Background: an optimization exercise with open tools, aiming at small area, a short achievable clock period and few clock cycles per item. Do not read the settings as production practice. In this exercise RTL edits were held to simulation tests only and were not proved equivalent to the original. Power and IR drop assume default switching activity.

File: flow/config.mk
export PLATFORM = sky130hd
export DESIGN_NAME = matmult_result_serializer
export DESIGN_NICKNAME = matmult_result_serializer
export VERILOG_FILES = /design/flow/design.v
export SDC_FILE = /design/flow/constraint.sdc
export NUM_CORES = 4
export LEC_CHECK = 0
export CAP_MARGIN = 20
export CORE_AREA = 5 5 435 435
export DIE_AREA = 0 0 440 440
export SETUP_SLACK_MARGIN = 4.0
export SLEW_MARGIN = 20
File: flow/constraint.sdc
create_clock -name core_clock -period 7.0 [get_ports {clk}]
set_input_delay 1.4000 -clock core_clock [delete_from_list [all_inputs] [get_ports {clk}]]
set_output_delay 1.4000 -clock core_clock [all_outputs]
set_load 0.01 [all_outputs]
File: flow/design.v
module matmult_result_serializer #(
  parameter int DATA_W = 64,
  parameter int N_ELEM = 25
) (
  input  logic                       clk,
  input  logic                       rst,
  input  logic                       in_valid,
  output logic                       in_accept,
  input  logic [N_ELEM*DATA_W-1:0]   in_c,
  output logic                       out_valid,
  input  logic                       out_ready,
  output logic [DATA_W-1:0]          out_data,
  output logic [4:0]                 out_index,
  output logic                       out_last,
  output logic [DATA_W-1:0]          out_sum,
  output logic                       out_sum_valid
);
  localparam logic [4:0] LAST_IDX = 5'(N_ELEM - 1);
  logic              bfree_q;              
  logic [DATA_W-1:0] buf_q [N_ELEM];
  logic [N_ELEM-1:0] bsel_q;               
  logic [DATA_W-1:0] r_q;                  
  logic              rv_q;
  logic [4:0]        ridx_q;
  logic              rlast_q;
  logic              rfirst_q;
  logic [DATA_W-1:0] sum_q;
  logic              sum_valid_q;
  logic              take;                 
  logic              rfree;                
  logic              rload;
  logic              xfer;
  logic [DATA_W-1:0] next_elem;
  logic [4:0]        ridx_d;
  assign take  = bfree_q & in_valid;
  assign rfree = ~rv_q | out_ready;
  assign rload = rfree & (~bfree_q | in_valid);
  assign xfer  = rv_q & out_ready;
  always_comb begin
    next_elem = in_c[DATA_W-1:0] & {DATA_W{bfree_q}};
    for (int i = 0; i < N_ELEM; i++) next_elem |= buf_q[i] & {DATA_W{bsel_q[i]}};
  end
  assign ridx_d = (bfree_q || rlast_q) ? 5'd0 : ridx_q + 5'd1;
  always_ff @(posedge clk) begin
    if (bfree_q) begin
      for (int i = 0; i < N_ELEM; i++) buf_q[i] <= in_c[i*DATA_W +: DATA_W];
    end
  end
  always_ff @(posedge clk) begin
    if (rst) begin
      bfree_q <= 1'b1;
      bsel_q  <= '0;
      rv_q    <= 1'b0;
    end else begin
      if (rload) rv_q <= 1'b1;
      else if (xfer) rv_q <= 1'b0;
      if (bfree_q) begin
        if (in_valid) begin
          bfree_q <= 1'b0;
          bsel_q  <= rfree ? N_ELEM'(2) : N_ELEM'(1);
        end
      end else if (rfree) begin
        bsel_q  <= bsel_q << 1;
        if (bsel_q[N_ELEM-1]) bfree_q <= 1'b1;
      end
    end
  end
  always_ff @(posedge clk) begin
    if (rload) begin
      r_q      <= next_elem;
      ridx_q   <= ridx_d;
      rlast_q  <= (ridx_d == LAST_IDX);
      rfirst_q <= (ridx_d == 5'd0);
    end
  end
  always_ff @(posedge clk) begin
    if (rst) begin
      sum_valid_q <= 1'b0;
    end else begin
      sum_valid_q <= xfer & rlast_q;
    end
    if (xfer) sum_q <= rfirst_q ? r_q : sum_q + r_q;
  end
  assign in_accept     = bfree_q;
  assign out_valid     = rv_q;
  assign out_data      = r_q;
  assign out_index     = ridx_q;
  assign out_last      = rlast_q;
  assign out_sum       = sum_q;
  assign out_sum_valid = sum_valid_q;
endmodule
File: flow/flow/run.sh
#!/bin/bash
# Standard ORFS layout (the standard.sh), with the port buffers made from
# sky130_fd_sc_hd__buf_1 instead of the delay-buffer cell buffer_ports picks by default,
# and IO pins allowed one routing track apart so a smaller die holds all 1741 of them.
set -euo pipefail
export BUFFER_PORTS_ARGS="-buffer_cell sky130_fd_sc_hd__buf_1"
export PLACE_PINS_ARGS="-min_distance 1 -min_distance_in_tracks"
bash standard.sh > standard_make.log 2>&1
File: flow/standard.sh
#!/bin/bash
# synth_recipe.tcl (not shown) runs the flow's synth.tcl, then flattens the netlist and writes it again
# the make line also repeats each setting of config.mk as NAME=value (left out here)
make -C /OpenROAD-flow-scripts/flow DESIGN_CONFIG=/design/flow/config.mk WORK_HOME=/design/flow/orfs CLKGATE_MAP_FILE= SYNTH_SCRIPT=/design/flow/synth_recipe.tcl "${@:-finish}"
==> run notes, run 1 <==
# TYPE chip_impl_metric gauge
chip_impl_metric{name="synth_area",unit="mm²"} 0.0665
chip_impl_metric{name="max_clock_freq",unit="GHz"} 0.317
chip_impl_metric{name="via_count",unit=""} 50680
chip_impl_info{name="area_contributors_post_synth",value="sky130_fd_sc_hd__edfxtp_1 (78%), sky130_fd_sc_hd__a22oi_1 (5.3%), sky130_fd_sc_hd__a221oi_1 (2.6%)"} 1
chip_impl_metric{name="setup_failing_eps_final",unit=""} 0
chip_impl_info{name="crit_path_frequent_cell",value="sky130_fd_sc_hd__a211oi_2"} 1
chip_impl_info{name="status",value="timing/DRC/antenna clean"} 1
chip_impl_metric{name="power_density_relative_to_cell_area",unit="mW/mm²"} 300
chip_impl_metric{name="seqCellArea",unit="mm²"} 0.0528
chip_impl_info{name="root_buffer",value="sky130_fd_sc_hd__clkbuf_16"} 1
chip_impl_metric{name="fill_cells",unit=""} 16485
chip_impl_metric{name="peakVddDrop",unit="mV"} 0.242
chip_impl_metric{name="path_clk_slew",unit="ns"} 0.07
chip_impl_metric{name="ctsHoldBuffers",unit=""} 0
chip_impl_metric{name="final_worst_path_period_share",unit=""} 0.451
chip_impl_metric{name="overall_die_width",unit="µm"} 440
chip_impl_metric{name="clock_path_buffers",unit=""} 3
chip_impl_metric{name="floorplan.die.height",unit="µm"} 440
chip_impl_info{name="rsz_0062_raised_after_global_routing",value="true"} 1
chip_impl_metric{name="cts-buffers-inserted",unit=""} 187
chip_impl_metric{name="synth_cells",unit=""} 3836
chip_impl_metric{name="crit_fanout",unit=""} 3
chip_impl_metric{name="detailedRoute.firstIterationViolations",unit=""} 7426
chip_impl_metric{name="tritoncts_num_sinks",unit=""} 1763
chip_impl_metric{name="grt_pass1_vias",unit=""} 47647
chip_impl_info{name="cp_slowest_cell",value="sky130_fd_sc_hd__edfxtp_1"} 1
chip_impl_metric{name="wirelength",unit="µm"} 328000
chip_impl_metric{name="final-max-slew-violation-count",unit=""} 0
chip_impl_metric{name="worst_slew_margin_rel",unit=""} 0.178
chip_impl_metric{name="grt.overflow.total",unit=""} 0
chip_impl_metric{name="synth_seq_area_share",unit=""} 0.792
chip_impl_metric{name="stdcell_area",unit="mm²"} 0.0846
chip_impl_metric{name="slowest_delay",unit="ns"} 0.44
chip_impl_metric{name="ys_types",unit=""} 76
chip_impl_metric{name="synth_largest_type_area_fraction",unit=""} 0.784
chip_impl_metric{name="p_leak",unit="µW"} 0.0279
chip_impl_metric{name="grt_use_total",unit=""} 0.324
chip_impl_metric{name="yosys_register_bits",unit=""} 1763
chip_impl_metric{name="ys_warn_count",unit=""} 2
chip_impl_metric{name="die_area",unit="mm²"} 0.194
chip_impl_metric{name="wp_data_required",unit="ns"} 7.59
chip_impl_metric{name="syn-mean-instance-area",unit="µm²"} 17.3
chip_impl_metric{name="boundaryPins",unit=""} 1741
chip_impl_metric{name="final_layout_size_suffix_gt1_frac",unit=""} 0.105
chip_impl_metric{name="gpl.final_weighted_congestion",unit=""} 1.00
chip_impl_metric{name="placement.io_buffers",unit=""} 1740
chip_impl_metric{name="grt_start_max_net_pins",unit=""} 187
chip_impl_metric{name="cts-htree-levels",unit=""} 4
chip_impl_metric{name="dpl-instance-area",unit="mm²"} 0.0760
chip_impl_metric{name="tightest_slew",unit="ns"} 1.23
chip_impl_metric{name="initial_utilization",unit=""} 0.362
chip_impl_info{name="synth_most_common_cell",value="sky130_fd_sc_hd__edfxtp_1"} 1
chip_impl_info{name="tritoncts",value="done"} 1
chip_impl_metric{name="worst_skew_late_latency",unit="ns"} 0.86
chip_impl_metric{name="post_synth_edffs",unit=""} 1735
chip_impl_info{name="criticalPathCategory",value="flop to flop"} 1
chip_impl_metric{name="initial_antenna_violation_count",unit=""} 404
chip_impl_metric{name="rows",unit=""} 157
chip_impl_metric{name="cp.buffers_inverters",unit=""} 2
chip_impl_metric{name="route.detailed.wl_per_inst",unit="µm"} 37.8
chip_impl_info{name="hold_class",value="flop to flop"} 1
chip_impl_metric{name="drt-pass1-iter-count",unit=""} 8
chip_impl_metric{name="finalWorstPathRequiredPeriod",unit="ns"} 3.16
chip_impl_metric{name="cp_data_arrival_time",unit="ns"} 3.75
chip_impl_metric{name="postSynthNetCount",unit=""} 5505
chip_impl_info{name="synthFlopType",value="sky130_fd_sc_hd__edfxtp_1"} 1
chip_impl_info{name="post-synth-top-area-cell",value="sky130_fd_sc_hd__edfxtp_1"} 1
chip_impl_info{name="critical-path-top-delay-family",value="compound AO/OA/AOI/OAI gates"} 1
chip_impl_info{name="crit-reg2reg-launch",value="r_q[10]$_DFFE_PP_"} 1
chip_impl_metric{name="wire_length_of_the_first_global_routing_pass",unit="µm"} 418000
chip_impl_metric{name="cap_viol_max_count",unit=""} 0
chip_impl_metric{name="areaGrowthSynthToFinish",unit="%"} 27.3
chip_impl_metric{name="final.setup.tns",unit="ns"} 0
chip_impl_metric{name="timing.final.hold_violations",unit=""} 0
chip_impl_info{name="crit_path_end_kind",value="flop"} 1
chip_impl_metric{name="finalNetCount",unit=""} 7361
chip_impl_metric{name="multi_input_area",unit="mm²"} 0.0135
chip_impl_info{name="critical_path.startpoint_type",value="flop"} 1
chip_impl_info{name="timing.hold.worst.start",value="r_q[26]$_DFFE_PP_"} 1
chip_impl_metric{name="worst_skew",unit="ns"} 0.0572
chip_impl_metric{name="floorplan.core_area",unit="mm²"} 0.183
chip_impl_info{name="synth.cells.most_frequent",value="sky130_fd_sc_hd__edfxtp_1 (1,735), sky130_fd_sc_hd__a22oi_1 (472), sky130_fd_sc_hd__a221oi_1 (195)"} 1
chip_impl_metric{name="dp_hpwl",unit="µm"} 243000
chip_impl_metric{name="ant_nets",unit=""} 0
chip_impl_info{name="crit_start",value="r_q[10]$_DFFE_PP_"} 1
chip_impl_info{name="crit_path_cell_trace",value="ha_4 > nand4_1 > o22ai_2 > a211oi_2 > buf_4 > a2111oi_4 > buf_6 > o2111ai_4 > a21oi_4 > o31ai_4 > a211oi_2 > a21boi_2 > nor3_1"} 1
chip_impl_metric{name="asyncSetResetFlopFracSynth",unit=""} 0
chip_impl_metric{name="detail_route.vias_per_cell",unit=""} 5.84
chip_impl_metric{name="drc",unit=""} 0
-- sequential cells by signal, summed over array words and instances (netlist names) --
register and cells:
bfree_q 1, bsel_q 25, buf_q 1600, r_q 64, rfirst_q 1, ridx_q 5, rlast_q 1, rv_q 1
sum_q 64, sum_valid_q 1
-- final timing paths --
| check | to | slack [ns] | cells after the start |
|---|---|---|---|
| hold reg to reg | sum_q[26]$_DFFE_PP_ | 0.57 | 2 |
| setup / recovery | sum_q[63]$_DFFE_PP_ | 3.84 | 13 |
| hold / removal | sum_q[26]$_DFFE_PP_ | 0.57 | 2 |
| setup reg to reg | sum_q[63]$_DFFE_PP_ | 3.84 | 13 |
-- layer usage --
layer  routed length, µm  GRT usage
met5                 786    0.00806
met4               33000      0.277
met3               39500      0.131
met2              146000      0.480
met1              109000      0.363
-- kinds of logic after synthesis --
logic type	synth area share
flip-flops	0.792
AO/OA/AOI/OAI	0.132
AND/OR/NAND/NOR	0.0415
buffers and inverters	0.0144
adder cells (fa/ha/maj)	0.0124
XOR/XNOR	0.00699
multiplexers	0.000659
-- report_power, final --
group,switching [µW],internal (µW),leakage (µW)
clock network,4420,5720,0.00298
registers,315,12500,0.0176
logic,1540,834,0.00730
total,6270,19100,0.0279
-- what timing repair did --
action	4_1_cts	5_1_grt
cloned	0	0
setup buffers	50	29
gates resized for setup	141	86
pin swaps	29	56
setup endpoints to repair	100	45
endpoints found under the hold margin	0	0
-- area by class of cell --
| cell class | instances | share of cell area |
|---|---|---|
| Clock buffer | 227 | 0.0574 |
| Tap cell | 2464 | 0.0365 |
| Clock inverter | 123 | 0.0156 |
| Antenna cell | 367 | 0.0109 |
| Multi-Input combinational cell | 1824 | 0.160 |
| Sequential cell | 1763 | 0.624 |
| Inverter | 20 | 0.000888 |
| Timing Repair Buffer | 1896 | 0.0949 |
-- stage by stage --
step / total power (µW) / hold WS [ns] / utilization / setup WS [ns] / instances
global route: 26100 / 0.601 / 0.459 / 3.74 / 8566
floorplan: 14200 / 0.520 / - / -5.59 / 3836
global placement: 15100 / 0.542 / 0.414 / 3.23 / 7886
finish: 25400 / 0.570 / 0.461 / 3.84 / 8684
CTS: 25300 / 0.568 / 0.453 / 3.70 / 8287
detailed placement: 15100 / 0.560 / 0.414 / 3.20 / 7887
-- worst reg2reg max path: cells and delay by family (launching register included) --
kind | cells | cell delay (ns)
buf+inv | 2 | 0.32
compound gates | 8 | 1.59
simple gates | 2 | 0.22
fa+ha+maj | 1 | 0.32
flops | 1 | 0.44
-- layout by cell type (no fill, tap or decap), types with 11 or more instances in the layout --
| master | n |
|---|---|
| sky130_fd_sc_hd__edfxtp_1 | 1735 |
| sky130_fd_sc_hd__buf_1 | 1704 |
| sky130_fd_sc_hd__a22oi_1 | 472 |
| sky130_fd_sc_hd__diode_2 | 367 |
| sky130_fd_sc_hd__a22o_1 | 192 |
| sky130_fd_sc_hd__a221oi_1 | 189 |
| sky130_fd_sc_hd__clkbuf_16 | 188 |
| sky130_fd_sc_hd__nand4_1 | 141 |
| sky130_fd_sc_hd__nor2_1 | 126 |
| sky130_fd_sc_hd__buf_4 | 122 |
| sky130_fd_sc_hd__nand2_1 | 110 |
| sky130_fd_sc_hd__nand3_1 | 84 |
| sky130_fd_sc_hd__o21ai_0 | 70 |
| sky130_fd_sc_hd__a21oi_1 | 67 |
| sky130_fd_sc_hd__clkinv_1 | 44 |
| sky130_fd_sc_hd__ha_1 | 40 |
| sky130_fd_sc_hd__clkbuf_1 | 39 |
| sky130_fd_sc_hd__a21o_1 | 32 |
| sky130_fd_sc_hd__buf_6 | 31 |
| sky130_fd_sc_hd__xnor2_1 | 27 |
| sky130_fd_sc_hd__clkinv_2 | 27 |
| sky130_fd_sc_hd__dfxtp_4 | 26 |
| sky130_fd_sc_hd__buf_2 | 26 |
| sky130_fd_sc_hd__xor2_1 | 23 |
| sky130_fd_sc_hd__nor3_1 | 20 |
| sky130_fd_sc_hd__bufinv_16 | 20 |
| sky130_fd_sc_hd__inv_1 | 19 |
| sky130_fd_sc_hd__o21ai_1 | 17 |
| sky130_fd_sc_hd__nor2_2 | 16 |
| sky130_fd_sc_hd__ha_4 | 13 |
| sky130_fd_sc_hd__ha_2 | 11 |
Testbench counts, summed over its fixed seeds: cycles 8,016, items 320.
==> inputs of run 2 (changes only) <==
--- a/flow/config.mk
+++ b/flow/config.mk
@@ -8,4 +8,4 @@
 export CAP_MARGIN = 20
-export CORE_AREA = 5 5 435 435
-export DIE_AREA = 0 0 440 440
+export CORE_AREA = 5 5 415 415
+export DIE_AREA = 0 0 420 420
 export SETUP_SLACK_MARGIN = 4.0
==> run 2 against run 1 <==
  * Sequential share of layout area is 0.31 points higher
  * Wire length is 0.23% higher
  * Global-route usage is 3.3 points higher
  * Register-to-register slack worse by 0.03 ns
  * Critical path type unchanged
  * Largest cell class unchanged
  * Largest power group unchanged
==> run notes, run 2 <==
# TYPE chip_impl_metric gauge
chip_impl_info{name="status",value="timing/DRC/antenna clean"} 1
chip_impl_info{name="most_frequent_cells_in_the_layout",value="sky130_fd_sc_hd__edfxtp_1 (1,735), sky130_fd_sc_hd__buf_1 (1,693), sky130_fd_sc_hd__a22oi_1 (472)"} 1
chip_impl_info{name="synth_most_common_cell",value="sky130_fd_sc_hd__edfxtp_1"} 1
chip_impl_metric{name="detail_route.vias_per_cell",unit=""} 6.04
chip_impl_info{name="crit_path_cell_trace",value="ha_2 > inv_2 > fa_2 > nor2b_4 > o31a_1 > o31a_1 > a21oi_4 > o211ai_4 > a311o_1 > nand4_4 > o211ai_4 > mux2i_1 > a32o_1"} 1
chip_impl_metric{name="cts-htree-levels",unit=""} 4
chip_impl_metric{name="largest_register_ff_count",unit=""} 1600
chip_impl_metric{name="grt_util_met2",unit=""} 0.528
chip_impl_metric{name="synth_seq_area_share",unit=""} 0.792
chip_impl_metric{name="seqCellArea",unit="mm²"} 0.0528
chip_impl_metric{name="die_area",unit="mm²"} 0.176
chip_impl_metric{name="rows",unit=""} 150
chip_impl_metric{name="final_worst_path_period_share",unit=""} 0.456
chip_impl_metric{name="multi_input_area",unit="mm²"} 0.0136
chip_impl_metric{name="wire_length_of_the_first_global_routing_pass",unit="µm"} 418000
chip_impl_metric{name="grt_pass1_vias",unit=""} 47596
chip_impl_metric{name="global_route.usage.met3",unit=""} 0.152
chip_impl_metric{name="via_count",unit=""} 50787
chip_impl_metric{name="power_density_relative_to_cell_area",unit="mW/mm²"} 299
chip_impl_metric{name="final_layout_size_suffix_gt1_frac",unit=""} 0.106
chip_impl_info{name="synthFlopType",value="sky130_fd_sc_hd__edfxtp_1"} 1
chip_impl_metric{name="asyncSetResetFlopFracSynth",unit=""} 0
chip_impl_metric{name="grt.overflow.total",unit=""} 0
chip_impl_metric{name="stdcell_area",unit="mm²"} 0.0841
chip_impl_metric{name="synth_area",unit="mm²"} 0.0665
chip_impl_info{name="layout_commonest_cell",value="sky130_fd_sc_hd__edfxtp_1"} 1
chip_impl_metric{name="clock_path_buffers",unit=""} 3
chip_impl_metric{name="p_leak",unit="µW"} 0.0279
chip_impl_metric{name="tightest_slew",unit="ns"} 1.18
chip_impl_metric{name="setup_failing_eps_final",unit=""} 0
chip_impl_metric{name="drt-pass1-iter-count",unit=""} 8
chip_impl_metric{name="wp_data_required",unit="ns"} 7.59
chip_impl_metric{name="cp_data_arrival_time",unit="ns"} 3.78
chip_impl_metric{name="final.setup.tns",unit="ns"} 0
chip_impl_metric{name="grt_start_max_net_pins",unit=""} 172
chip_impl_metric{name="floorplan.core_area",unit="mm²"} 0.167
chip_impl_metric{name="drc",unit=""} 0
chip_impl_info{name="crit_path_end_kind",value="flop"} 1
chip_impl_metric{name="boundaryPins",unit=""} 1741
chip_impl_metric{name="grt_use_total",unit=""} 0.358
chip_impl_info{name="post-synth-top-area-cell",value="sky130_fd_sc_hd__edfxtp_1"} 1
chip_impl_metric{name="initial_antenna_violation_count",unit=""} 407
chip_impl_metric{name="floorplan.die.height",unit="µm"} 420
chip_impl_metric{name="crit_fanout",unit=""} 4
chip_impl_metric{name="gpl.final_weighted_congestion",unit=""} 0.997
chip_impl_metric{name="cts-buffers-inserted",unit=""} 186
chip_impl_metric{name="ant_nets",unit=""} 0
chip_impl_info{name="hold_class",value="flop to flop"} 1
chip_impl_metric{name="dp_hpwl",unit="µm"} 241000
chip_impl_metric{name="ys_warn_count",unit=""} 2
chip_impl_metric{name="fill_cells",unit=""} 14481
chip_impl_metric{name="ys_types",unit=""} 76
chip_impl_metric{name="placement.io_buffers",unit=""} 1740
chip_impl_metric{name="path_clk_slew",unit="ns"} 0.06
chip_impl_metric{name="cap_viol_max_count",unit=""} 0
chip_impl_metric{name="route.detailed.wl_per_inst",unit="µm"} 39.1
chip_impl_metric{name="worst_slew_margin_rel",unit=""} 0.214
chip_impl_metric{name="timing.final.hold_violations",unit=""} 0
chip_impl_metric{name="worst_skew_late_latency",unit="ns"} 0.86
chip_impl_info{name="registers_with_the_most_flip_flops",value="buf_q x1600, r_q x64, sum_q x64"} 1
chip_impl_metric{name="yosys_register_bits",unit=""} 1763
chip_impl_info{name="area_contributors_post_synth",value="sky130_fd_sc_hd__edfxtp_1 (78%), sky130_fd_sc_hd__a22oi_1 (5.3%), sky130_fd_sc_hd__a221oi_1 (2.6%)"} 1
chip_impl_metric{name="dpl-instance-area",unit="mm²"} 0.0756
chip_impl_info{name="critical_path.startpoint_type",value="flop"} 1
chip_impl_metric{name="finalNetCount",unit=""} 7355
chip_impl_info{name="cp_slowest_cell",value="sky130_fd_sc_hd__edfxtp_1"} 1
chip_impl_info{name="root_buffer",value="sky130_fd_sc_hd__clkbuf_16"} 1
chip_impl_info{name="synth.cells.most_frequent",value="sky130_fd_sc_hd__edfxtp_1 (1,735), sky130_fd_sc_hd__a22oi_1 (472), sky130_fd_sc_hd__a221oi_1 (195)"} 1
chip_impl_info{name="rsz_0062_raised_after_global_routing",value="true"} 1
chip_impl_metric{name="peakVddDrop",unit="mV"} 0.264
chip_impl_metric{name="met1_track_usage_gr",unit=""} 0.396
chip_impl_metric{name="syn-mean-instance-area",unit="µm²"} 17.3
chip_impl_metric{name="tritoncts_num_sinks",unit=""} 1763
chip_impl_info{name="gr-max-usage-layer",value="met2"} 1
chip_impl_metric{name="max_clock_freq",unit="GHz"} 0.313
chip_impl_metric{name="overall_die_width",unit="µm"} 420
chip_impl_metric{name="finalWorstPathRequiredPeriod",unit="ns"} 3.19
chip_impl_metric{name="worst_skew",unit="ns"} 0.0582
chip_impl_metric{name="initial_utilization",unit=""} 0.397
chip_impl_metric{name="synth_largest_type_area_fraction",unit=""} 0.784
chip_impl_metric{name="final.hold.worst_slack",unit="ns"} 0.564
chip_impl_metric{name="detailedRoute.firstIterationViolations",unit=""} 7522
chip_impl_metric{name="synth_cells",unit=""} 3836
chip_impl_info{name="criticalPathCategory",value="flop to flop"} 1
chip_impl_metric{name="slowest_delay",unit="ns"} 0.36
chip_impl_metric{name="final_core_util",unit=""} 0.503
chip_impl_metric{name="final-max-slew-violation-count",unit=""} 0
chip_impl_metric{name="post_synth_edffs",unit=""} 1735
chip_impl_info{name="tritoncts",value="done"} 1
chip_impl_metric{name="wirelength",unit="µm"} 329000
chip_impl_metric{name="areaGrowthSynthToFinish",unit="%"} 26.6
chip_impl_metric{name="postSynthNetCount",unit=""} 5505
chip_impl_info{name="registers.top_by_ff_count",value="buf_q"} 1
run 2: cell counts after synthesis:
Identical to the previous run, type by type.
run 2: cell families (layout without fill, tap and decap cells):
logic type | count (synthesis) | after routing | share of synthesized area
compound gates | 1143 | 1143 | 0.132
buf+inv | 249 | 2261 | 0.0144
other cells | 0 | 358 | 0
flops | 1763 | 1763 | 0.792
fa+ha+maj | 65 | 65 | 0.0124
xor+xnor | 53 | 53 | 0.00699
mux | 4 | 4 | 0.000659
simple gates | 559 | 559 | 0.0415
run 2: metal layers:
metal,part of all wire,up-vias
li1,-,20187
met1,0.33,24857
met2,0.45,4205
met3,0.12,1406
met4,0.099,132
met5,0.0029,-
run 2: stage by stage:
step,worst slack [ns],cells,power [µW]
6_report,3.81,8410,25200
5_1_grt,3.71,8303,25900
4_1_cts,3.64,8030,25000
3_5_place_dp,3.23,7620,15100
3_3_place_gp,3.27,7620,15100
2_1_floorplan,-5.59,3836,14200
run 2: layout make-up:
type / count / share of cell area
Clock buffer: 227 / 0.0571
Inverter: 20 / 0.000892
Multi-Input combinational cell: 1824 / 0.161
Antenna cell: 358 / 0.0106
Timing Repair Buffer: 1891 / 0.0958
Clock inverter: 123 / 0.0147
Tap cell: 2204 / 0.0328
Sequential cell: 1763 / 0.627
run 2: worst max-delay path, delay by kind of cell (launching register included):
| family | cells | cell delay (ns) |
|---|---|---|
| muxes | 1 | 0.11 |
| adders and majority gates | 2 | 0.56 |
| and+or+nand+nor | 2 | 0.31 |
| buffers and inverters | 1 | 0.04 |
| DFF | 1 | 0.36 |
| AOI/OAI and AO/OA | 7 | 1.56 |
run 2: path summary, 6_finish.rpt:
check	start	slack [ns]	cells past startpoint	end
min	rv_q$_SDFFE_PP0P_	0.56	2	rv_q$_SDFFE_PP0P_
max	r_q[0]$_DFFE_PP_	3.81	13	sum_q[62]$_DFFE_PP_
max reg2reg	r_q[0]$_DFFE_PP_	3.81	13	sum_q[62]$_DFFE_PP_
min reg2reg	rv_q$_SDFFE_PP0P_	0.56	2	rv_q$_SDFFE_PP0P_
run 2: timing repair:
action / 4_1_cts / 5_1_grt
pin swaps: 44 / 44
setup endpoints to repair: 385 / 71
buffers inserted: 60 / 20
gates resized for setup: 148 / 97
hold buffers: 0 / 0
run 2: power breakdown:
part | switching (µW) | leakage (µW) | internal (µW) | total [µW]
logic | 1520 | 0.00735 | 835 | 2360
clock network | 4420 | 0.00294 | 5570 | 9980
registers | 311 | 0.0176 | 12500 | 12900
==> inputs of run 3 (changes only) <==
--- a/flow/config.mk
+++ b/flow/config.mk
@@ -8,5 +8,5 @@
 export CAP_MARGIN = 20
-export CORE_AREA = 5 5 415 415
-export DIE_AREA = 0 0 420 420
-export SETUP_SLACK_MARGIN = 4.0
+export CORE_AREA = 5 5 395 395
+export DIE_AREA = 0 0 400 400
+export SETUP_SLACK_MARGIN = 3.8
 export SLEW_MARGIN = 20
==> run 3 against run 2 <==
  * The flow now stops in 5_1_grt
  * Area after synthesis did not move
  * Synthesized cell count did not move
==> run notes, run 3 <==
# TYPE chip_impl_metric gauge
chip_impl_info{name="status",value="did not finish"} 1
chip_impl_info{name="flow.stopped_at",value="5_1_grt"} 1
chip_impl_info{name="tool.error",value="[ERROR GRT-0116] Global routing finished with congestion. Check the congestion regions in the DRC Viewer."} 1
chip_impl_metric{name="synth_seq_area_share",unit=""} 0.792
chip_impl_info{name="root_buffer",value="sky130_fd_sc_hd__clkbuf_16"} 1
chip_impl_metric{name="ctsHoldBuffers",unit=""} 0
chip_impl_metric{name="synth_cells",unit=""} 3836
chip_impl_metric{name="grt_pass1_vias",unit=""} 50293
chip_impl_info{name="synthFlopType",value="sky130_fd_sc_hd__edfxtp_1"} 1
chip_impl_metric{name="asyncSetResetFlopFracSynth",unit=""} 0
chip_impl_metric{name="clock_path_buffers",unit=""} 3
chip_impl_info{name="synth_most_common_cell",value="sky130_fd_sc_hd__edfxtp_1"} 1
chip_impl_metric{name="floorplan.die.height",unit="µm"} 400
chip_impl_metric{name="dpl-instance-area",unit="mm²"} 0.0754
chip_impl_metric{name="ys_warn_count",unit=""} 2
chip_impl_metric{name="grt.overflow.total",unit=""} 5
chip_impl_info{name="post-synth-top-area-cell",value="sky130_fd_sc_hd__edfxtp_1"} 1
chip_impl_metric{name="placement.io_buffers",unit=""} 1740
chip_impl_metric{name="initial_utilization",unit=""} 0.438
chip_impl_metric{name="cts-htree-levels",unit=""} 4
chip_impl_metric{name="grt_use_total",unit=""} 0.403
chip_impl_metric{name="wire_length_of_the_first_global_routing_pass",unit="µm"} 426000
chip_impl_metric{name="gpl.final_weighted_congestion",unit=""} 1.03
chip_impl_metric{name="ys_types",unit=""} 76
chip_impl_metric{name="overall_die_width",unit="µm"} 400
chip_impl_metric{name="yosys_register_bits",unit=""} 1763
chip_impl_metric{name="synth_largest_type_area_fraction",unit=""} 0.784
chip_impl_metric{name="postSynthNetCount",unit=""} 5505
chip_impl_info{name="synth.cells.most_frequent",value="sky130_fd_sc_hd__edfxtp_1 (1,735), sky130_fd_sc_hd__a22oi_1 (472), sky130_fd_sc_hd__a221oi_1 (195)"} 1
chip_impl_metric{name="cts-buffers-inserted",unit=""} 182
chip_impl_metric{name="tritoncts_num_sinks",unit=""} 1763
chip_impl_metric{name="rows",unit=""} 143
chip_impl_metric{name="dp_hpwl",unit="µm"} 242000
chip_impl_metric{name="grt_start_max_net_pins",unit=""} 161
chip_impl_metric{name="synth_area",unit="mm²"} 0.0665
chip_impl_metric{name="syn-mean-instance-area",unit="µm²"} 17.3
chip_impl_metric{name="post_synth_edffs",unit=""} 1735
chip_impl_metric{name="boundaryPins",unit=""} 1741
chip_impl_info{name="area_contributors_post_synth",value="sky130_fd_sc_hd__edfxtp_1 (78%), sky130_fd_sc_hd__a22oi_1 (5.3%), sky130_fd_sc_hd__a221oi_1 (2.6%)"} 1
[run 3: through the flow]
step / setup WS [ns] / power (µW) / cells
global placement: 3.28 / 15000 / 7446
detailed placement: 3.31 / 15100 / 7448
CTS: 3.66 / 24700 / 7797
floorplan: -5.59 / 14200 / 3836
[run 3: layer usage]
layer / global-route usage / overflow
met1: 0.429 / 0
met4: 0.345 / 1
met2: 0.604 / 4
met3: 0.190 / 0
met5: 0.0175 / 0
[run 3: logic make-up after synthesis]
logic type / synth area share
xor gates and xnor gates: 0.00699
and+or+nand+nor: 0.0415
AOI/OAI and AO/OA: 0.132
muxes: 0.000659
adders and majority gates: 0.0124
DFF: 0.792
buffers and inverters: 0.0144
[run 3: repair_timing]
item | 4_1_cts
setup endpoints to repair | 31
gates cloned | 0
setup buffers | 13
pin swaps | 22
resized for setup | 37
[run 3: power groups by stage]
stage	clock network, µW	logic, µW	registers, µW
CTS	9780	2070	12900
detailed placement	0	2000	13100
floorplan	0	831	13400
global placement	0	1990	13100
[run 3: worst max-delay path by stage]
stage	startpoint	slack, ns	to	cells past startpoint
after detailed placement	in_c[24]	3.31	r_q[24]$_DFFE_PP_	5
after floorplan	bfree_q$_SDFF_PP1_	-5.59	bsel_q[1]$_SDFFE_PP0P_	4
after CTS	r_q[0]$_DFFE_PP_	3.66	sum_q[52]$_DFFE_PP_	13
after global placement	in_c[24]	3.28	r_q[24]$_DFFE_PP_	5
==> inputs of run 4 (changes only) <==
--- a/flow/design.v
+++ b/flow/design.v
@@ -25,3 +25,2 @@
   logic              rlast_q;
-  logic              rfirst_q;
   logic [DATA_W-1:0] sum_q;
@@ -72,5 +71,7 @@
       rlast_q  <= (ridx_d == LAST_IDX);
-      rfirst_q <= (ridx_d == 5'd0);
     end
   end
+  logic [DATA_W-1:0] acc_q;
+  logic [DATA_W-1:0] acc_sum;
+  assign acc_sum = acc_q + r_q;
   always_ff @(posedge clk) begin
@@ -81,3 +82,5 @@
     end
-    if (xfer) sum_q <= rfirst_q ? r_q : sum_q + r_q;
+    if (rst)       acc_q <= '0;
+    else if (xfer) acc_q <= acc_sum & {DATA_W{~rlast_q}};
+    sum_q <= acc_sum;
   end
--- a/flow/config.mk
+++ b/flow/config.mk
@@ -8,5 +8,5 @@
 export CAP_MARGIN = 20
-export CORE_AREA = 5 5 395 395
-export DIE_AREA = 0 0 400 400
-export SETUP_SLACK_MARGIN = 3.8
+export CORE_AREA = 5 5 435 435
+export DIE_AREA = 0 0 440 440
+export SETUP_SLACK_MARGIN = 4.0
 export SLEW_MARGIN = 20
==> run 4 against run 3 <==
  * The run now finishes clean
  * Area after synthesis increased by 1.2%
  * Synthesized cell count increased by 1.6%
==> run notes, run 4 <==
# TYPE chip_impl_metric gauge
chip_impl_metric{name="via_count",unit=""} 51372
chip_impl_metric{name="final-max-slew-violation-count",unit=""} 0
chip_impl_metric{name="final.hold.worst_slack",unit="ns"} 0.469
chip_impl_info{name="crit_path_end_kind",value="output port"} 1
chip_impl_info{name="hold_class",value="flop to flop"} 1
chip_impl_metric{name="dp_hpwl",unit="µm"} 245000
chip_impl_info{name="synthFlopType",value="sky130_fd_sc_hd__edfxtp_1"} 1
chip_impl_metric{name="boundaryPins",unit=""} 1741
chip_impl_info{name="registers.top_by_ff_count",value="buf_q"} 1
chip_impl_info{name="criticalPathCategory",value="flop to output port"} 1
chip_impl_metric{name="power_density_relative_to_cell_area",unit="mW/mm²"} 297
chip_impl_metric{name="grt_pass1_vias",unit=""} 48357
chip_impl_metric{name="synth_area",unit="mm²"} 0.0673
chip_impl_metric{name="worst_skew",unit="ns"} 0.0635
chip_impl_metric{name="wp_data_required",unit="ns"} 5.60
chip_impl_metric{name="rows",unit=""} 157
chip_impl_metric{name="worst_skew_late_latency",unit="ns"} 0.87
chip_impl_metric{name="ys_types",unit=""} 74
chip_impl_info{name="post-synth-top-area-cell",value="sky130_fd_sc_hd__edfxtp_1"} 1
chip_impl_metric{name="max_clock_freq",unit="GHz"} 0.322
chip_impl_metric{name="finalWorstPathRequiredPeriod",unit="ns"} 3.11
chip_impl_metric{name="ant_nets",unit=""} 0
chip_impl_metric{name="post_synth_edffs",unit=""} 1670
chip_impl_metric{name="postSynthNetCount",unit=""} 5566
chip_impl_metric{name="wire_length_of_the_first_global_routing_pass",unit="µm"} 429000
chip_impl_metric{name="finalNetCount",unit=""} 7443
chip_impl_metric{name="final_layout_size_suffix_gt1_frac",unit=""} 0.103
chip_impl_metric{name="largest_register_ff_count",unit=""} 1600
chip_impl_info{name="tritoncts",value="done"} 1
chip_impl_metric{name="route.detailed.wl_per_inst",unit="µm"} 38.7
chip_impl_metric{name="grt_start_max_net_pins",unit=""} 198
chip_impl_metric{name="floorplan.core_area",unit="mm²"} 0.183
chip_impl_metric{name="initial_utilization",unit=""} 0.367
chip_impl_info{name="synth.cells.most_frequent",value="sky130_fd_sc_hd__edfxtp_1 (1,670), sky130_fd_sc_hd__a22oi_1 (502), sky130_fd_sc_hd__a22o_1 (212)"} 1
chip_impl_metric{name="grt.overflow.total",unit=""} 0
chip_impl_metric{name="path_clk_slew",unit="ns"} 0.06
chip_impl_metric{name="peakVddDrop",unit="mV"} 0.240
chip_impl_metric{name="clock_path_buffers",unit=""} 3
chip_impl_metric{name="setup_failing_eps_final",unit=""} 0
chip_impl_metric{name="cts-buffers-inserted",unit=""} 192
chip_impl_metric{name="initial_antenna_violation_count",unit=""} 394
chip_impl_info{name="area_contributors_post_synth",value="sky130_fd_sc_hd__edfxtp_1 (75%), sky130_fd_sc_hd__a22oi_1 (5.6%), sky130_fd_sc_hd__dfxtp_1 (4.6%)"} 1
chip_impl_info{name="synth_most_common_cell",value="sky130_fd_sc_hd__edfxtp_1"} 1
chip_impl_info{name="status",value="timing/DRC/antenna clean"} 1
chip_impl_metric{name="gpl.final_weighted_congestion",unit=""} 1.01
chip_impl_metric{name="overall_die_width",unit="µm"} 440
chip_impl_metric{name="p_leak",unit="µW"} 0.0287
chip_impl_metric{name="asyncSetResetFlopFracSynth",unit=""} 0
chip_impl_metric{name="die_area",unit="mm²"} 0.194
chip_impl_metric{name="worst_slew_margin_rel",unit=""} 0.307
chip_impl_metric{name="fill_cells",unit=""} 16367
chip_impl_metric{name="synth_seq_area_share",unit=""} 0.792
chip_impl_metric{name="seqCellArea",unit="mm²"} 0.0534
chip_impl_metric{name="areaGrowthSynthToFinish",unit="%"} 27.6
chip_impl_metric{name="crit_fanout",unit=""} 2
chip_impl_metric{name="cp_data_arrival_time",unit="ns"} 1.71
chip_impl_info{name="most_frequent_cells_in_the_layout",value="sky130_fd_sc_hd__buf_1 (1,708), sky130_fd_sc_hd__edfxtp_1 (1,670), sky130_fd_sc_hd__a22oi_1 (500)"} 1
chip_impl_metric{name="tritoncts_num_sinks",unit=""} 1826
chip_impl_metric{name="detailedRoute.firstIterationViolations",unit=""} 7083
chip_impl_metric{name="cts-htree-levels",unit=""} 4
chip_impl_metric{name="ys_warn_count",unit=""} 2
chip_impl_info{name="root_buffer",value="sky130_fd_sc_hd__clkbuf_16"} 1
chip_impl_metric{name="final_core_util",unit=""} 0.468
chip_impl_metric{name="cap_viol_max_count",unit=""} 0
chip_impl_info{name="critical_path.startpoint_type",value="flop"} 1
chip_impl_metric{name="final_worst_path_period_share",unit=""} 0.444
chip_impl_metric{name="placement.io_buffers",unit=""} 1740
chip_impl_metric{name="drc",unit=""} 0
chip_impl_metric{name="synth_cells",unit=""} 3897
chip_impl_metric{name="syn-mean-instance-area",unit="µm²"} 17.3
chip_impl_metric{name="tightest_slew",unit="ns"} 1.04
chip_impl_metric{name="wirelength",unit="µm"} 338000
chip_impl_metric{name="yosys_register_bits",unit=""} 1826
chip_impl_metric{name="synth_largest_type_area_fraction",unit=""} 0.745
chip_impl_metric{name="detail_route.vias_per_cell",unit=""} 5.87
chip_impl_info{name="rsz_0062_raised_after_global_routing",value="true"} 1
chip_impl_metric{name="timing.final.hold_violations",unit=""} 0
chip_impl_metric{name="drt-pass1-iter-count",unit=""} 9
chip_impl_metric{name="grt_use_total",unit=""} 0.334
chip_impl_metric{name="floorplan.die.height",unit="µm"} 440
chip_impl_info{name="layout_commonest_cell",value="sky130_fd_sc_hd__buf_1"} 1
chip_impl_metric{name="multi_input_area",unit="mm²"} 0.0138
==> run 4: cell count changes after synthesis, moves of 13 or more <==
cell	change
sky130_fd_sc_hd__a22o_1	+20
sky130_fd_sc_hd__dfxtp_1	+128
sky130_fd_sc_hd__edfxtp_1	-65
sky130_fd_sc_hd__nand2_1	-42
sky130_fd_sc_hd__a22oi_1	+30
sky130_fd_sc_hd__o21ai_0	-54
sky130_fd_sc_hd__nor2_1	+13
==> run 4: repair_timing <==
| item | in CTS | in global routing |
|---|---|---|
| cloned | 3 | 4 |
| hold buffers | 0 | 0 |
| buffers inserted | 39 | 35 |
| pin swaps | 43 | 35 |
| gates resized for setup | 147 | 80 |
| endpoints found under the setup margin | 196 | 112 |
| hold endpoints to repair | 0 | 0 |
==> run 4: metrics by stage <==
stage	worst slack [ns]	total power (µW)	setup TNS [ns]	cells	area, µm²
after floorplan	-5.58	14300	-8478.50	3897	67300
after global placement	3.26	15200	0	7961	76900
after detailed placement	3.25	15200	0	7962	76900
after CTS	3.74	25400	0	8347	84200
after global routing	3.83	26100	0	8656	85600
final	3.89	25500	0	8747	85800
==> run 4: worst paths after layout <==
path	to	slack (ns)	depth (start not counted)	from
worst max register to register	r_q[35]$_DFFE_PP_	3.93	5	bsel_q[17]$_SDFFE_PP0P_
worst max-delay path	out_data[8]	3.89	3	r_q[8]$_DFFE_PP_
worst min register to register	acc_q[60]$_SDFFE_PP0P_	0.47	2	acc_q[60]$_SDFFE_PP0P_
worst min-delay path	acc_q[60]$_SDFFE_PP0P_	0.47	2	acc_q[60]$_SDFFE_PP0P_
==> run 4: cell families (layout without fill, tap and decap cells) <==
group,count (synthesis),in the layout,synth area share
adder cells (fa/ha/maj),65,65,0.0122
buffers and inverters,252,2278,0.0142
XOR/XNOR,56,56,0.00729
multiplexers,1,1,0.000167
flip-flops,1826,1826,0.792
AND/OR/NAND/NOR,534,534,0.0395
other,0,360,0
AO/OA/AOI/OAI,1163,1163,0.135
==> run 4: layer usage <==
| metal | wire [µm] | GRT usage | part of all wire | up-vias |
|---|---|---|---|---|
| li1 | - | - | - | 20444 |
| met1 | 112000 | 0.372 | 0.33 | 25352 |
| met2 | 150000 | 0.492 | 0.44 | 4149 |
| met3 | 40600 | 0.136 | 0.12 | 1325 |
| met4 | 35300 | 0.293 | 0.10 | 102 |
| met5 | 697 | 0.0123 | 0.0021 | - |
==> run 4: where the power goes <==
| part | internal, µW | switching [µW] | total, µW |
|---|---|---|---|
| combinational | 640 | 1340 | 1980 |
| sequential | 12900 | 363 | 13200 |
| clock | 5720 | 4530 | 10300 |
| total | 19200 | 6230 | 25500 |
==> run 4: final cells by class <==
type / count / area share
flip-flops and latches: 1826 / 0.622
multi-input cells: 1819 / 0.161
repair buffers: 1908 / 0.0976
clock buffers: 245 / 0.0589
well taps: 2464 / 0.0359
clock inverters: 98 / 0.0133
diodes: 360 / 0.0105
inverters: 27 / 0.00118
==> run 4: worst max-delay path, cell delays in order (launching register included) <==
cell and delay [ns]:
sky130_fd_sc_hd__edfxtp_1 0.44, sky130_fd_sc_hd__buf_4 0.17, sky130_fd_sc_hd__buf_6 0.10, sky130_fd_sc_hd__buf_6 0.12
Testbench counts of run 4, summed over its fixed seeds: cycles 8,016, items 320.
==> inputs of run 5 (changes only) <==
--- a/flow/config.mk
+++ b/flow/config.mk
@@ -9,2 +9,4 @@
 export CORE_AREA = 5 5 435 435
+export CTS_CLUSTER_DIAMETER = 60
+export CTS_CLUSTER_SIZE = 30
 export DIE_AREA = 0 0 440 440
==> run 5 against run 4 <==
  * Still clean
  * Critical path depth is 2 higher
  * Register-to-register slack lost 0.15 ns
  * Combinational power is essentially flat
  * Sequential share of layout area is 1.0 points higher
  * Die area stayed put
  * Global-route usage fell by 0.27 points
  * Flip-flop and latch count did not move
  * Highest routed layer unchanged
==> run notes, run 5 <==
# TYPE chip_impl_metric gauge
chip_impl_metric{name="wirelength",unit="µm"} 335000
chip_impl_metric{name="met1_track_usage_gr",unit=""} 0.373
chip_impl_metric{name="finalWorstPathRequiredPeriod",unit="ns"} 3.22
chip_impl_metric{name="ys_types",unit=""} 74
chip_impl_metric{name="grt_start_max_net_pins",unit=""} 198
chip_impl_info{name="area_contributors_post_synth",value="sky130_fd_sc_hd__edfxtp_1 (75%), sky130_fd_sc_hd__a22oi_1 (5.6%), sky130_fd_sc_hd__dfxtp_1 (4.6%)"} 1
chip_impl_metric{name="tightest_slew",unit="ns"} 1.29
chip_impl_metric{name="cts-htree-levels",unit=""} 4
chip_impl_metric{name="largest_register_ff_count",unit=""} 1600
chip_impl_metric{name="via_count",unit=""} 50908
chip_impl_metric{name="slowest_delay",unit="ns"} 0.73
chip_impl_info{name="tritoncts",value="done"} 1
chip_impl_metric{name="final_worst_path_period_share",unit=""} 0.459
chip_impl_info{name="synthFlopType",value="sky130_fd_sc_hd__edfxtp_1"} 1
chip_impl_metric{name="cap_viol_max_count",unit=""} 0
chip_impl_info{name="most_frequent_cells_in_the_layout",value="sky130_fd_sc_hd__buf_1 (1,713), sky130_fd_sc_hd__edfxtp_1 (1,670), sky130_fd_sc_hd__a22oi_1 (501)"} 1
chip_impl_metric{name="placement.io_buffers",unit=""} 1740
chip_impl_metric{name="grt_pass1_vias",unit=""} 47766
chip_impl_metric{name="final-max-slew-violation-count",unit=""} 0
chip_impl_metric{name="boundaryPins",unit=""} 1741
chip_impl_metric{name="cp_data_arrival_time",unit="ns"} 3.49
chip_impl_metric{name="initial_antenna_violation_count",unit=""} 415
chip_impl_metric{name="detail_route.vias_per_cell",unit=""} 5.89
chip_impl_info{name="hold_class",value="flop to flop"} 1
chip_impl_info{name="post-synth-top-area-cell",value="sky130_fd_sc_hd__edfxtp_1"} 1
chip_impl_metric{name="syn-mean-instance-area",unit="µm²"} 17.3
chip_impl_metric{name="setup_failing_eps_final",unit=""} 0
chip_impl_metric{name="floorplan.die.height",unit="µm"} 440
chip_impl_metric{name="final.setup.tns",unit="ns"} 0
chip_impl_metric{name="dp_hpwl",unit="µm"} 245000
chip_impl_metric{name="global_route.usage.met3",unit=""} 0.129
chip_impl_metric{name="wire_length_of_the_first_global_routing_pass",unit="µm"} 425000
chip_impl_metric{name="worst_slew_margin_rel",unit=""} 0.138
chip_impl_metric{name="final_layout_size_suffix_gt1_frac",unit=""} 0.0971
chip_impl_metric{name="yosys.area_share.xor_xnor",unit=""} 0.00729
chip_impl_info{name="crit_path_cell_trace",value="buf_4 > a22oi_1 > nand4_1 > nor2_4 > nand4_1"} 1
chip_impl_metric{name="multiplexer_share_of_the_synthesized_area",unit=""} 0.000167
chip_impl_metric{name="timing.final.hold_violations",unit=""} 0
chip_impl_metric{name="drc",unit=""} 0
chip_impl_metric{name="final_core_util",unit=""} 0.460
chip_impl_info{name="rsz_0062_raised_after_global_routing",value="true"} 1
chip_impl_metric{name="yosys_register_bits",unit=""} 1826
chip_impl_metric{name="initial_utilization",unit=""} 0.367
chip_impl_metric{name="die_area",unit="mm²"} 0.194
chip_impl_info{name="gr-max-usage-layer",value="met2"} 1
chip_impl_metric{name="tritoncts_num_sinks",unit=""} 1826
chip_impl_metric{name="fill_cells",unit=""} 16512
chip_impl_metric{name="overall_die_width",unit="µm"} 440
chip_impl_metric{name="ant_nets",unit=""} 0
chip_impl_info{name="cp_slowest_cell",value="sky130_fd_sc_hd__nand4_1"} 1
chip_impl_metric{name="yosys.area_share.adder",unit=""} 0.0122
chip_impl_info{name="criticalPathCategory",value="flop to flop"} 1
chip_impl_info{name="synth_top_family_by_area",value="compound AO/OA/AOI/OAI gates"} 1
chip_impl_metric{name="yosys.area_share.simple",unit=""} 0.0395
chip_impl_metric{name="cts-buffers-inserted",unit=""} 141
chip_impl_metric{name="clock_path_buffers",unit=""} 3
chip_impl_metric{name="final_critical_path_setup_slack",unit="ns"} 3.78
chip_impl_metric{name="grt_use_total",unit=""} 0.331
chip_impl_info{name="crit_path_end_kind",value="flop"} 1
chip_impl_metric{name="synth_area",unit="mm²"} 0.0673
chip_impl_info{name="critical_path.startpoint_type",value="flop"} 1
chip_impl_metric{name="ctsHoldBuffers",unit=""} 0
chip_impl_metric{name="detailedRoute.firstIterationViolations",unit=""} 6985
chip_impl_metric{name="areaGrowthSynthToFinish",unit="%"} 25.5
chip_impl_info{name="layout_commonest_cell",value="sky130_fd_sc_hd__buf_1"} 1
chip_impl_metric{name="synth_seq_area_share",unit=""} 0.792
chip_impl_metric{name="power_density_relative_to_cell_area",unit="mW/mm²"} 286
chip_impl_metric{name="worst_skew_late_latency",unit="ns"} 0.84
chip_impl_metric{name="postSynthNetCount",unit=""} 5566
chip_impl_metric{name="peakVddDrop",unit="mV"} 0.211
chip_impl_metric{name="gpl.final_weighted_congestion",unit=""} 1.01
chip_impl_metric{name="grt.overflow.total",unit=""} 0
chip_impl_metric{name="finalNetCount",unit=""} 7369
chip_impl_metric{name="preCtsSetupSlack",unit="ns"} 3.25
chip_impl_metric{name="post_synth_edffs",unit=""} 1670
chip_impl_info{name="status",value="timing/DRC/antenna clean"} 1
chip_impl_info{name="synth.cells.most_frequent",value="sky130_fd_sc_hd__edfxtp_1 (1,670), sky130_fd_sc_hd__a22oi_1 (502), sky130_fd_sc_hd__a22o_1 (212)"} 1
chip_impl_metric{name="p_leak",unit="µW"} 0.0280
chip_impl_metric{name="dpl-instance-area",unit="mm²"} 0.0769
chip_impl_metric{name="floorplan.core_area",unit="mm²"} 0.183
chip_impl_metric{name="drt-pass1-iter-count",unit=""} 8
chip_impl_metric{name="asyncSetResetFlopFracSynth",unit=""} 0
chip_impl_metric{name="final.hold.worst_slack",unit="ns"} 0.476
chip_impl_metric{name="wp_data_required",unit="ns"} 7.27
chip_impl_metric{name="rows",unit=""} 157
chip_impl_info{name="root_buffer",value="sky130_fd_sc_hd__clkbuf_16"} 1
chip_impl_metric{name="crit_fanout",unit=""} 28
chip_impl_metric{name="synth_largest_type_area_fraction",unit=""} 0.745
chip_impl_metric{name="grt_util_met2",unit=""} 0.486
chip_impl_metric{name="synth_area_in_compound_gates",unit=""} 0.135
chip_impl_info{name="crit_path_frequent_cell",value="sky130_fd_sc_hd__nand4_1"} 1
chip_impl_metric{name="stdcell_area",unit="mm²"} 0.0844
chip_impl_metric{name="worst_skew",unit="ns"} 0.0490
chip_impl_info{name="registers.top_by_ff_count",value="buf_q"} 1
chip_impl_metric{name="max_clock_freq",unit="GHz"} 0.311
chip_impl_metric{name="path_clk_slew",unit="ns"} 0.09
chip_impl_metric{name="route.detailed.wl_per_inst",unit="µm"} 38.8
chip_impl_metric{name="ys_warn_count",unit=""} 2
chip_impl_info{name="synth_most_common_cell",value="sky130_fd_sc_hd__edfxtp_1"} 1
chip_impl_metric{name="synth_cells",unit=""} 3897
## run 5: report_power, final
part           internal (µW)  switching [µW]
Clock                   4380            4610
Sequential             12900             364
Combinational            633            1330
Total                  17900            6300
## run 5: repair_timing
action,CTS,global route
setup buffers,32,21
setup endpoints to repair,214,70
pin swaps,35,31
gates resized for setup,132,71
cloned,4,1
## run 5: path summary, 6_finish.rpt
| path | from | to | slack [ns] | cells after the start |
|---|---|---|---|---|
| setup / recovery | bsel_q[8]$_SDFFE_PP0P_ | r_q[48]$_DFFE_PP_ | 3.78 | 5 |
| hold reg to reg | acc_q[58]$_SDFFE_PP0P_ | acc_q[58]$_SDFFE_PP0P_ | 0.48 | 2 |
| hold / removal | acc_q[58]$_SDFFE_PP0P_ | acc_q[58]$_SDFFE_PP0P_ | 0.48 | 2 |
| setup reg to reg | bsel_q[8]$_SDFFE_PP0P_ | r_q[48]$_DFFE_PP_ | 3.78 | 5 |
## run 5: cell type report
class                           instances  area (µm²)  share of cell area
Tap cell                             2464        3080              0.0365
Multi-Input combinational cell       1819       13800               0.163
Clock inverter                        114        1530              0.0181
Antenna cell                          360         901              0.0107
Inverter                               27         101             0.00120
Timing Repair Buffer                 1885        8070              0.0956
Sequential cell                      1826       53400               0.632
Clock buffer                          150        3620              0.0428
## run 5: cell families after synthesis
logic type               after synthesis
adder cells (fa/ha/maj)               65
multiplexers                           1
buffers and inverters                252
AND/OR/NAND/NOR                      534
XOR/XNOR                              56
AO/OA/AOI/OAI                       1163
flip-flops                          1826
## run 5: critical path: cells and delay by family (launching register included)
| family | cells | cell delay, ns |
|---|---|---|
| AO/OA/AOI/OAI | 1 | 0.26 |
| buffers and inverters | 1 | 0.36 |
| flip-flops | 1 | 0.47 |
| AND/OR/NAND/NOR | 3 | 1.52 |
## run 5: metrics by stage
step / instances / power, µW
finish: 8645 / 24200
global route: 8563 / 24900
CTS: 8262 / 24200
detailed placement: 7962 / 15200
global placement: 7961 / 15200
floorplan: 3897 / 14300
## run 5: per-layer routing
layer | vias up | part of all wire
met3 | 1269 | 0.12
met1 | 25244 | 0.33
li1 | 20301 | -
met2 | 3976 | 0.44
met5 | - | 0.0024
met4 | 118 | 0.10
==> inputs of run 6 (changes only) <==
--- a/flow/config.mk
+++ b/flow/config.mk
@@ -12,3 +12,3 @@
 export DIE_AREA = 0 0 440 440
-export SETUP_SLACK_MARGIN = 4.0
+export SETUP_SLACK_MARGIN = 4.2
 export SLEW_MARGIN = 20
==> run 6 against run 5 <==
  * Final area rose by 3.1%
  * Non-clock buffer count increased by 125
  * Sequential power about the same
  * Highest routed layer unchanged
  * Register-to-register slack improved by 0.20 ns
  * Sequential share of layout area fell by 1.9 points
  * Count of clock-buffer cells in the layout did not move
  * Power increased by 1.2%
  * Die area is the same
  * Clock power is essentially flat
  * First-iteration DRC count shrank 3.8%
  * Critical endpoint is now in_accept
  * Clock skew up 0.0070 ns
  * Cell count is 1.4% higher
==> run notes, run 6 <==
# TYPE chip_impl_metric gauge
chip_impl_info{name="tritoncts",value="done"} 1
chip_impl_metric{name="synth_cells",unit=""} 3897
chip_impl_metric{name="boundaryPins",unit=""} 1741
chip_impl_metric{name="cts-htree-levels",unit=""} 4
chip_impl_metric{name="synth_area",unit="mm²"} 0.0673
chip_impl_metric{name="areaGrowthSynthToFinish",unit="%"} 29.4
chip_impl_info{name="crit_path_end_kind",value="output port"} 1
chip_impl_metric{name="syn-mean-instance-area",unit="µm²"} 17.3
chip_impl_metric{name="cts-buffers-inserted",unit=""} 141
chip_impl_metric{name="worst_skew_late_latency",unit="ns"} 0.85
chip_impl_metric{name="power_density_relative_to_cell_area",unit="mW/mm²"} 281
chip_impl_metric{name="grt.overflow.total",unit=""} 0
chip_impl_metric{name="grt_use_total",unit=""} 0.336
chip_impl_info{name="registers.top_by_ff_count",value="buf_q"} 1
chip_impl_info{name="synth.cells.most_frequent",value="sky130_fd_sc_hd__edfxtp_1 (1,670), sky130_fd_sc_hd__a22oi_1 (502), sky130_fd_sc_hd__a22o_1 (212)"} 1
chip_impl_metric{name="postSynthNetCount",unit=""} 5566
chip_impl_metric{name="floorplan.die.height",unit="µm"} 440
chip_impl_metric{name="cap_viol_max_count",unit=""} 0
chip_impl_info{name="layout_commonest_cell",value="sky130_fd_sc_hd__edfxtp_1"} 1
chip_impl_metric{name="initial_utilization",unit=""} 0.367
chip_impl_metric{name="worst_skew",unit="ns"} 0.0560
chip_impl_metric{name="final_layout_size_suffix_gt1_frac",unit=""} 0.149
chip_impl_info{name="hold_class",value="flop to flop"} 1
chip_impl_metric{name="wire_length_of_the_first_global_routing_pass",unit="µm"} 431000
chip_impl_metric{name="comb_power_share",unit=""} 0.091
chip_impl_metric{name="largest_register_ff_count",unit=""} 1600
chip_impl_metric{name="tightest_slew",unit="ns"} 1.01
chip_impl_metric{name="final-max-slew-violation-count",unit=""} 0
chip_impl_info{name="synth_top_family_by_area",value="compound AO/OA/AOI/OAI gates"} 1
chip_impl_metric{name="detail_route.vias_per_cell",unit=""} 5.89
chip_impl_metric{name="asyncSetResetFlopFracSynth",unit=""} 0
chip_impl_metric{name="grt_start_max_net_pins",unit=""} 198
chip_impl_metric{name="drt-pass1-iter-count",unit=""} 8
chip_impl_metric{name="wp_data_required",unit="ns"} 5.60
chip_impl_metric{name="tritoncts_num_sinks",unit=""} 1826
chip_impl_metric{name="ctsHoldBuffers",unit=""} 0
chip_impl_metric{name="sequentialPowerShare",unit=""} 0.541
chip_impl_metric{name="yosys.area_share.simple",unit=""} 0.0395
chip_impl_metric{name="worst_slew_margin_rel",unit=""} 0.323
chip_impl_metric{name="power.share.switching",unit=""} 0.261
chip_impl_info{name="synthFlopType",value="sky130_fd_sc_hd__edfxtp_1"} 1
chip_impl_metric{name="final_core_util",unit=""} 0.475
chip_impl_metric{name="ys_types",unit=""} 74
chip_impl_metric{name="synth_area_in_compound_gates",unit=""} 0.135
chip_impl_metric{name="detailedRoute.firstIterationViolations",unit=""} 6723
chip_impl_metric{name="ant_nets",unit=""} 0
chip_impl_metric{name="final_worst_path_period_share",unit=""} 0.433
chip_impl_metric{name="p_int",unit="µW"} 18100
chip_impl_metric{name="path_clk_slew",unit="ns"} 0.09
chip_impl_metric{name="gpl.final_weighted_congestion",unit=""} 1.01
chip_impl_info{name="synth_most_common_cell",value="sky130_fd_sc_hd__edfxtp_1"} 1
chip_impl_metric{name="overall_die_width",unit="µm"} 440
chip_impl_metric{name="initial_antenna_violation_count",unit=""} 404
chip_impl_metric{name="p_leak",unit="µW"} 0.0293
chip_impl_metric{name="die_area",unit="mm²"} 0.194
chip_impl_metric{name="peakVddDrop",unit="mV"} 0.210
chip_impl_metric{name="wirelength",unit="µm"} 340000
chip_impl_metric{name="placement.io_buffers",unit=""} 1740
chip_impl_metric{name="setup_failing_eps_final",unit=""} 0
chip_impl_metric{name="route.detailed.wl_per_inst",unit="µm"} 38.7
chip_impl_metric{name="yosys_register_bits",unit=""} 1826
chip_impl_metric{name="finalNetCount",unit=""} 7494
chip_impl_metric{name="r2r_slack",unit="ns"} 3.98
chip_impl_info{name="rsz_0062_raised_after_global_routing",value="true"} 1
chip_impl_metric{name="rows",unit=""} 157
chip_impl_metric{name="grt_pass1_vias",unit=""} 48222
chip_impl_metric{name="synth_seq_area_share",unit=""} 0.792
chip_impl_metric{name="multiplexer_share_of_the_synthesized_area",unit=""} 0.000167
chip_impl_info{name="root_buffer",value="sky130_fd_sc_hd__clkbuf_16"} 1
chip_impl_metric{name="max_clock_freq",unit="GHz"} 0.330
chip_impl_metric{name="dp_hpwl",unit="µm"} 245000
chip_impl_metric{name="final.hold.worst_slack",unit="ns"} 0.476
chip_impl_metric{name="floorplan.core_area",unit="mm²"} 0.183
chip_impl_metric{name="net-switching-power",unit="µW"} 6390
chip_impl_info{name="criticalPathCategory",value="flop to output port"} 1
chip_impl_info{name="status",value="timing/DRC/antenna clean"} 1
chip_impl_metric{name="ys_warn_count",unit=""} 2
chip_impl_info{name="critical_path.startpoint_type",value="flop"} 1
chip_impl_metric{name="crit_fanout",unit=""} 4
chip_impl_metric{name="power.share.clock",unit=""} 0.368
chip_impl_metric{name="via_count",unit=""} 51624
chip_impl_metric{name="post_synth_edffs",unit=""} 1670
chip_impl_info{name="area_contributors_post_synth",value="sky130_fd_sc_hd__edfxtp_1 (75%), sky130_fd_sc_hd__a22oi_1 (5.6%), sky130_fd_sc_hd__dfxtp_1 (4.6%)"} 1
chip_impl_metric{name="cp_data_arrival_time",unit="ns"} 1.63
chip_impl_info{name="post-synth-top-area-cell",value="sky130_fd_sc_hd__edfxtp_1"} 1
chip_impl_metric{name="drc",unit=""} 0
chip_impl_metric{name="yosys.area_share.xor_xnor",unit=""} 0.00729
chip_impl_metric{name="clock_path_buffers",unit=""} 3
chip_impl_metric{name="yosys.area_share.adder",unit=""} 0.0122
chip_impl_info{name="most_frequent_cells_in_the_layout",value="sky130_fd_sc_hd__edfxtp_1 (1,670), sky130_fd_sc_hd__buf_1 (1,629), sky130_fd_sc_hd__a22oi_1 (493)"} 1
chip_impl_metric{name="synth_largest_type_area_fraction",unit=""} 0.745
chip_impl_metric{name="finalWorstPathRequiredPeriod",unit="ns"} 3.03
chip_impl_metric{name="timing.final.hold_violations",unit=""} 0
chip_impl_metric{name="fill_cells",unit=""} 16246
## run 6: cell counts after synthesis
No cell type changed its count.
## run 6: power by group through the flow
stage	registers [µW]	clock network [µW]	logic, µW
2_1_floorplan	13800	0	538
3_3_place_gp	13400	0	1750
3_5_place_dp	13500	0	1770
4_1_cts	13200	9070	2040
5_1_grt	13300	9500	2330
6_report	13200	9000	2230
## run 6: worst max-delay path, stage by stage, from the launching register on
cell	delay (ns)
sky130_fd_sc_hd__dfxtp_4	0.50
sky130_fd_sc_hd__buf_16	0.17
sky130_fd_sc_hd__buf_6	0.10
## run 6: cells by family (layout without fill, tap and decap cells)
group                    count (synthesis)  count (layout)
flip-flops                            1826            1826
AO/OA/AOI/OAI                         1163            1163
AND/OR/NAND/NOR                        534             534
buffers and inverters                  252            2301
adder cells (fa/ha/maj)                 65              65
XOR/XNOR                                56              56
multiplexers                             1               1
other                                    0             360
## run 6: stage by stage
stage / total power (µW) / cells / area [µm²] / setup TNS, ns / setup WS (ns)
finish: 24500 / 8770 / 87100 / 0 / 3.97
global route: 25100 / 8682 / 86900 / 0 / 3.90
CTS: 24300 / 8338 / 84800 / 0 / 3.90
detailed placement: 15200 / 7962 / 76900 / 0 / 3.25
global placement: 15200 / 7961 / 76900 / 0 / 3.26
floorplan: 14300 / 3897 / 67300 / -8478.50 / -5.58
## run 6: per-layer routing
layer  wire length, µm  part of all wire  vias up  global-route usage
met5               818            0.0024        -              0.0131
met4             36300              0.11      112               0.302
met3             38800              0.11     1296               0.126
met2            151000              0.44     4014               0.495
met1            113000              0.33    25633               0.380
li1                  -                 -    20569                   -
## run 6: timing repair
action	4_1_cts	5_1_grt
resized for setup	440	143
cloned	9	5
buffers inserted	103	64
setup endpoints to repair	491	196
pin swaps	69	97
## run 6: area by class of cell
class | count | area [µm²] | share of cell area
inverters | 27 | 101 | 0.00116
clock buffers | 150 | 3620 | 0.0415
diodes | 360 | 901 | 0.0103
repair buffers | 2010 | 9960 | 0.114
flip-flops and latches | 1826 | 53400 | 0.613
multi-input cells | 1819 | 14500 | 0.166
clock inverters | 114 | 1530 | 0.0175
well taps | 2464 | 3080 | 0.0354
## run 6: path summary, 6_finish.rpt
check,startpoint,to,cells past startpoint
max,bfree_q$_SDFF_PP1_,in_accept,2
min,acc_q[58]$_SDFFE_PP0P_,acc_q[58]$_SDFFE_PP0P_,2
max reg2reg,r_q[32]$_DFFE_PP_,acc_q[43]$_SDFFE_PP0P_,13
min reg2reg,acc_q[58]$_SDFFE_PP0P_,acc_q[58]$_SDFFE_PP0P_,2

-- re-timing with driven ports --
The results above use ideal ports. As a check the final layouts listed here were re-extracted and re-timed, cells and wires unchanged.
Step 1, drivers: a clkbuf_16 drives clk and a buf_2 each remaining input, both assumed.
Step 2 adds t to the input delays and takes it off the output delays; t is the mean of the earliest and latest rising clock arrival at the registers after step 1. Input paths then give back, and output paths get back, about the clock's delay inside the block.
a / b / c = ideal / step 1 / step 2; a / b = the first two.
| run | t, ns | setup slack, ns | clock arrival spread, ns | slew at the worst register clock pin (ns) | pins driven straight from the clock port |
|---|---|---|---|---|---|
| run 1 | 0.911 | 3.842 / 3.842 / 3.428 | 0.065 / 0.065 | 0.07 / 0.07 | 1 |
| run 2 | 0.916 | 3.808 / 3.808 / 3.433 | 0.065 / 0.065 | 0.07 / 0.07 | 1 |
| run 4 | 0.927 | 3.895 / 3.813 / 3.408 | 0.071 / 0.072 | 0.07 / 0.07 | 1 |
| run 5 | 0.907 | 3.785 / 3.785 / 3.469 | 0.059 / 0.059 | 0.10 / 0.10 | 1 |
| run 6 | 0.903 | 3.972 / 3.888 / 3.392 | 0.065 / 0.064 | 0.10 / 0.10 | 1 |
After both steps setup and hold are still met in every run listed. The setup slack of run 6, which loses most, moves by -0.084 ns with the drivers and by -0.580 ns with both steps.
